What follows belongs to an exercise in optimizing a design on an open flow for small area, a short achievable clock period and few clock cycles per item; a production flow would make more cautious choices.
At most, simulation tests tie the RTL to the original design; equivalence was not proved.

== run a ==
==> flow/design.v (excerpt) <==
module voltage_sag_load_limiter #(
  parameter int AVG_DEPTH = 16,
  parameter int VREF_MV = 3300,
  parameter int DIVIDER_RATIO = 11
) (
  input  wire logic                            clk,
  input  wire logic                            rst,
  input  wire logic                            in_valid,
  output logic                                 in_stall,
  input  wire logic [18:0]                     in_data,
  output logic                                 out_valid,
  input  wire logic                            out_stall,
  output logic [42:0]                          out_data,
  input  wire logic                            cfg_we,
  input  wire logic [vsll_pkg::CFG_IDX_W-1:0]  cfg_index,
  input  wire logic [vsll_pkg::CFG_DATA_W-1:0] cfg_data
);
  logic [15:0] cfg_low, cfg_high, cfg_pdi, cfg_pul, cfg_puh, cfg_maxnn;
  logic [6:0]  cfg_ceil;
  logic [7:0]  cfg_cc;
  always_ff @(posedge clk) begin
    if (rst) begin
      cfg_low <= RST_LOW_THRESHOLD;
      cfg_high <= RST_HIGH_THRESHOLD;
      cfg_ceil <= RST_LIMIT_CEILING;
      cfg_cc <= RST_CONFIRM_CYCLES;
      cfg_pdi <= RST_PAUSE_DOWN_INIT;
      cfg_pul <= RST_PAUSE_UP_LOW;
      cfg_puh <= RST_PAUSE_UP_HIGH;
      cfg_maxnn <= RST_MAX_NO_NOMINAL;
    end else if (cfg_we) begin
      case (cfg_index)
        3'd0: cfg_low <= cfg_data;
        3'd1: cfg_high <= cfg_data;
        3'd2: cfg_ceil <= cfg_data[6:0];
        3'd3: cfg_cc <= cfg_data[7:0];
        3'd4: cfg_pdi <= cfg_data;
        3'd5: cfg_pul <= cfg_data;
  ...
export LEC_CHECK = 0
export CAP_MARGIN = 20
export CORE_MARGIN = 2
export CORE_UTILIZATION = 55
export CTS_BUF_LIST = sky130_fd_sc_hd__clkbuf_8 sky130_fd_sc_hd__clkbuf_16
export CTS_CLUSTER_DIAMETER = 80
export CTS_CLUSTER_SIZE = 20
export PLACE_DENSITY = 0.7
export SLEW_MARGIN = 20
create_clock -name core_clock -period 11.0 [get_ports {clk}]
standard.sh (not shown) runs the stock make flow with config.mk's settings and CLKGATE_MAP_FILE= SYNTH_SCRIPT=/design/flow/synth_recipe.tcl, a recipe that flattens the netlist after the stock synthesis.
==> flow/flow/run.sh <==
#!/bin/bash
# Standard layout, with two changes to how it is made (the clock period and every constraint
# stay as given): every port still gets a buffer, but a plain buf_2 instead of the default
# delay cell, and the timing repair aims at a tighter setup target than the clock period.
set -euo pipefail
bash standard.sh SETUP_SLACK_MARGIN=7 'BUFFER_PORTS_ARGS=-buffer_cell sky130_fd_sc_hd__buf_2' finish > standard_flow.log 2>&1
Run a was carried through to the last stage, and its layout satisfied the timing, design-rule and antenna checks.
Inputs modified between run a and run b:
--- a/flow/design.v
+++ b/flow/design.v
@@ -228,35 +228,48 @@
       aux_gt <= gt3n;
       aux_req <= reqq;
     end
   end
   logic [6:0] req3n;
   logic [8:0] dA, dB, d3;
   logic [9:0] eA, eB, e3;
+  logic       dzA, dzB, dmA, dmB, dpA, dpB;
   logic       dz3, dm3, dp3;
   logic       use_a;
   always_comb begin
     req3n = aux_v ? aux_req : reqq;
     dA = 9'(req3n) - 9'(req3);
     dB = 9'(req3n) - 9'(prev_req);
     eA = 10'(req3n) - 10'(req3) - 10'(cfg_ceil);
     eB = 10'(req3n) - 10'(prev_req) - 10'(cfg_ceil);
+    dzA = (req3n == req3);
+    dzB = (req3n == prev_req);
+    dmA = (8'(req3n) + 8'd1 == 8'(req3));
+    dmB = (8'(req3n) + 8'd1 == 8'(prev_req));
+    dpA = (8'(req3n) == 8'(req3) + 8'd1);
+    dpB = (8'(req3n) == 8'(prev_req) + 8'd1);
   end
   always_ff @(posedge clk) begin
     if (load3) begin
       mv3 <= aux_v ? aux_mv : mv3n;
       lt3 <= aux_v ? aux_lt : lt3n;
       gt3 <= aux_v ? aux_gt : gt3n;
       req3 <= req3n;
       if (use_a) begin
         d3 <= dA;
         e3 <= eA;
+        dz3 <= dzA;
+        dm3 <= dmA;
+        dp3 <= dpA;
       end else begin
         d3 <= dB;
         e3 <= eB;
+        dz3 <= dzB;
+        dm3 <= dmB;
+        dp3 <= dpB;
       end
     end
   end
   logic        c_low, c_high;
   logic [15:0] rp, lp, et_inc;
   logic [7:0]  lc_n, hc_n;
   logic [15:0] rp_n, lp_n, nn_n;
@@ -306,17 +319,14 @@
     cmp_lt = !nn_gap[16] && (nn_gap != 17'd0);
     cmp_ge1 = nn_gap[16] || (nn_gap[15:1] == 15'd0);
     cmp_ge2 = nn_gap[16] || (nn_gap[15:2] == 14'd0 && nn_gap[1:0] != 2'd3);
     et_inc = err_total + 16'd1;
     vm = 10'(limit) + {d3[8], d3} - 10'd1;
     v0c = 10'(limit) + {d3[8], d3};
     vp = 10'(limit) + {d3[8], d3} + 10'd1;
-    dz3 = (d3 == 9'd0);
-    dm3 = (d3 == 9'h1ff);
-    dp3 = (d3 == 9'd1);
     w = 10'(limit) + e3;
     {mm, lm} = clampm(vm, !w[9] && (w[8:1] != 8'd0), dp3, cfg_ceil, limit, lim_nz);
     {m0, l0} = clampm(v0c, !w[9] && (w != 10'd0), dz3, cfg_ceil, limit, lim_nz);
     {mp, lp7} = clampm(vp, !w[9], dm3, cfg_ceil, limit, lim_nz);
     use_a = v3 && !err;
     lim_n = up ? lp7 : (down ? lm : l0);
     moved = up ? mp : (down ? mm : m0);
--- outcome ---
Where total number of vias is concerned, run a is better than run b.
Total wire length (lower): run b
The latest clock arrival within the worst-skew pair on run a is in line with that on run b.
In the metrics for run a and run b, the one carrying the lower xor/xnor cell area share of the yosys netlist is run a.
Going from run a to run b, the time the worst path needs with I/O delays and setup was found to have gone down by 170 ps.
Compared run b vs run a, and clock tree cell share of total cell area is down in run b.
Total number of sequential cells up 3 in run b wrt run a
In run b the critical path depth turned out 16 lower than in run a.
Summary of run b over run a: share of post-route cells with drive strength above 1 lower; clock-buffer cell count now sits lower; synthesized area went up.
Total area of multi-input combinational cells (run b vs. run a) increases by a few percent
Testbench counts of run b, summed over its fixed seeds: cycles 8,192, items 8,000.
The RTL of run a was laid out without a check of its function.

========
Setup of alpha:
voltage_sag_load_limiter, a different RTL version from the one above (not shown whole).
Size: ~3,000 cells after synthesis, ~540 flip-flops, roughly 88 I/O pins.
clock: 11.0 ns
lec_check: 0
cap_margin: 20
core_margin: 2
core_utilization: 40
place_density: 0.6
slew_margin: 20
==> flow/flow/run.sh <==
#!/bin/bash
# Standard layout, with the timing repair aimed at a tighter setup target than the clock
# period (the clock period and every constraint stay as given).
set -euo pipefail
bash standard.sh SETUP_SLACK_MARGIN=7 finish > standard_flow.log 2>&1
diff inputs: alpha => beta
diff --git a/flow/design.v b/flow/design.v
--- a/flow/design.v
+++ b/flow/design.v
@@ -103,74 +103,79 @@
       endcase
     end
   end
   logic [6:0]  limit, prev_req;
   logic [7:0]  low_cnt, high_cnt;
   logic [15:0] raise_pause, lower_pause, nn_count, err_total;
   logic [15:0] mv_o;
   logic [1:0]  cls_o;
   logic        moved_o, nne_o;
   logic        err;
   logic aux_v;             
-  logic v1, v2, v3;
+  logic v0, v1, v2, v3;
   logic blocked, fire, load3;
   logic stall_q;           
   assign in_stall = stall_q;
   assign blocked = out_valid && out_stall;
   assign fire = v3 && !blocked;
   assign load3 = !v3 || !blocked;
   always_ff @(posedge clk) begin
     if (rst) begin
       aux_v <= 1'b0;
       stall_q <= 1'b0;
+      v0 <= 1'b0;
       v1 <= 1'b0;
       v2 <= 1'b0;
       v3 <= 1'b0;
       out_valid <= 1'b0;
     end else begin
       if (!aux_v) begin
-        v1 <= in_valid;
+        v0 <= in_valid;
+        v1 <= v0;
         v2 <= v1;
       end
       aux_v <= !load3 && (aux_v || v2);
       stall_q <= !load3 && (aux_v || v2);
       if (load3) v3 <= aux_v || v2;
       if (fire) out_valid <= 1'b1;
       else if (!out_stall) out_valid <= 1'b0;
     end
   end
-  logic [6:0]  req1, req2;
+  logic [11:0] w0;
+  logic [6:0]  req0, req1, req2;
   always_ff @(posedge clk) begin
     if (!aux_v) begin
-      req1 <= in_data[6:0];
+      w0 <= in_data[18:7];
+      req0 <= in_data[6:0];
+      req1 <= req0;
       req2 <= req1;
     end
   end
   logic [11:0] win [1:16];
   logic [4:0]  fill;
   logic [15:0] sum;
   logic        shift;
-  assign shift = in_valid && !aux_v;
+  assign shift = v0 && !aux_v;
   always_ff @(posedge clk) begin
     if (shift) begin
-      win[1] <= in_data[18:7];
+      win[1] <= w0;
       for (int i = 2; i <= 16; i++) win[i] <= win[i-1];
     end
   end
   always_ff @(posedge clk) begin
     if (rst) begin
       fill <= '0;
       sum <= '0;
     end else if (shift) begin
       if (!fill[4]) fill <= fill + 5'd1;
-      sum <= sum + 16'(in_data[18:7]) - 16'(fill[4] ? win[16] : 12'd0);
+      sum <= sum + 16'(w0) - 16'(fill[4] ? win[16] : 12'd0);
     end
   end
   logic [11:0] avg;
   logic [21:0] p2;
   assign avg = sum[15:4];
   always_ff @(posedge clk) begin
     if (!aux_v) p2 <= (22'(avg) << 10) - (22'(avg) << 8) + (22'(avg) << 6) - (22'(avg) << 3)
                      + 22'(avg);
   end
   logic [21:0] p3in;
   logic [11:0] ph;
@@ -252,23 +257,22 @@
         dm3 <= dmB;
         dp3 <= dpB;
       end
     end
   end
   logic        c_low, c_high;
   logic [15:0] rp, lp, et_inc;
   logic [7:0]  lc_n, hc_n;
   logic [15:0] rp_n, lp_n, nn_n;
   logic        up, down, hz, lim_nz;
   logic        nn_lt, nn_ge1, max_nz, max_le1, cmp_lt, cmp_ge1, cmp_ge2;
-  logic [16:0] nn_gap;
   logic [9:0]  vm, v0c, vp;
   logic [6:0]  lm, l0, lp7, lim_n;
   logic        mm, m0, mp, moved;
   function automatic logic [7:0] clampm(input logic [9:0] v, input logic eq,
                                         input logic [6:0] ceil, input logic [6:0] lim,
                                         input logic nz);
     logic [6:0] r;
     logic       m;
     if (v[9]) begin
       r = 7'd0;
       m = nz;
@@ -292,26 +296,25 @@
     up = c_low && (low_cnt[7:1] == 7'd0) && (raise_pause[15:1] == 15'd0) && (limit < cfg_ceil);
     hz = c_high && (high_cnt[7:1] == 7'd0);
     down = hz && (lower_pause[15:1] == 15'd0) && lim_nz;
     rp_n = (up || down) ? cfg_pdi : rp;
     lp_n = up ? cfg_pul : (down ? cfg_puh : lp);
     if (hz) nn_n = 16'd0;
     else if (nn_lt) nn_n = nn_count + 16'd1;
     else nn_n = nn_count;
     err = hz ? (cfg_maxnn == 16'd0) : nn_ge1;
     max_nz = (cfg_maxnn != 16'd0);
     max_le1 = (cfg_maxnn[15:1] == 15'd0);
-    nn_gap = {1'b0, cfg_maxnn} - {1'b0, nn_count};
-    cmp_lt = !nn_gap[16] && (nn_gap != 17'd0);
-    cmp_ge1 = nn_gap[16] || (nn_gap[15:1] == 15'd0);
-    cmp_ge2 = nn_gap[16] || (nn_gap[15:2] == 14'd0 && nn_gap[1:0] != 2'd3);
+    cmp_lt = (nn_count < cfg_maxnn);
+    cmp_ge1 = (17'(nn_count) + 17'd1 >= 17'(cfg_maxnn));
+    cmp_ge2 = (17'(nn_count) + 17'd2 >= 17'(cfg_maxnn));
     et_inc = err_total + 16'd1;
     vm = 10'(limit) + {d3[8], d3} - 10'd1;
     v0c = 10'(limit) + {d3[8], d3};
     vp = 10'(limit) + {d3[8], d3} + 10'd1;
     {mm, lm} = clampm(vm, dp3, cfg_ceil, limit, lim_nz);
     {m0, l0} = clampm(v0c, dz3, cfg_ceil, limit, lim_nz);
     {mp, lp7} = clampm(vp, dm3, cfg_ceil, limit, lim_nz);
     use_a = v3 && !err;
     lim_n = up ? lp7 : (down ? lm : l0);
     moved = up ? mp : (down ? mm : m0);
   end
==> comparison <==
beta vs alpha, critical-path cell with the highest stage delay: sky130_fd_sc_hd__or4_4 vs sky130_fd_sc_hd__fa_1
beta: final period utilization is 2.3 points lower than what alpha reported.
Number of vias per cell after detailed routing in beta is about 3% lower than in alpha
beta reached the final stage; the timing, design-rule and antenna checks on its layout passed.
beta against alpha: final area neither gained nor lost much, non-clock buffer count -16%, worst setup slack up 0.25 ns, count of clock-buffer cells in the layout went up 12.
Testbench counts of beta, summed over its fixed seeds: cycles 8,160, items 8,000.
For alpha, only the layout was checked, not whether the RTL still works.

-- separate check: timing with driven ports --
In the flow no input, the clock included, has a driving cell. The finished layouts below were timed again as built, in two steps. Step 1: set_driving_cell puts a clkbuf_16 on clk and a buf_2 on each other input, an assumption about the parent block. Step 2 also shifts input and output timing later by t, the mid clock arrival at the registers, as if the neighbouring blocks saw the same clock. a / b / c = no drivers / after step 1 / after step 2; a / b = the first two.
| run | shift t [ns] | setup slack, ns | worst setup path at the end | clock arrival spread, ns |
|---|---|---|---|---|
| run a | 0.631 | 6.958 / 6.958 / 6.514 | input to register | 0.025 / 0.025 |
| run b | 0.634 | 7.129 / 7.070 / 6.639 | input to register | 0.032 / 0.032 |
| alpha | 0.680 | 6.673 / 6.673 / 6.100 | input to register | 0.052 / 0.052 |
| beta | 0.686 | 6.925 / 6.925 / 6.498 | input to register | 0.024 / 0.024 |
After both steps setup and hold are still met in every run listed. The setup slack of alpha, which loses most, moves by 0.000 ns with the drivers and by -0.573 ns with both steps.
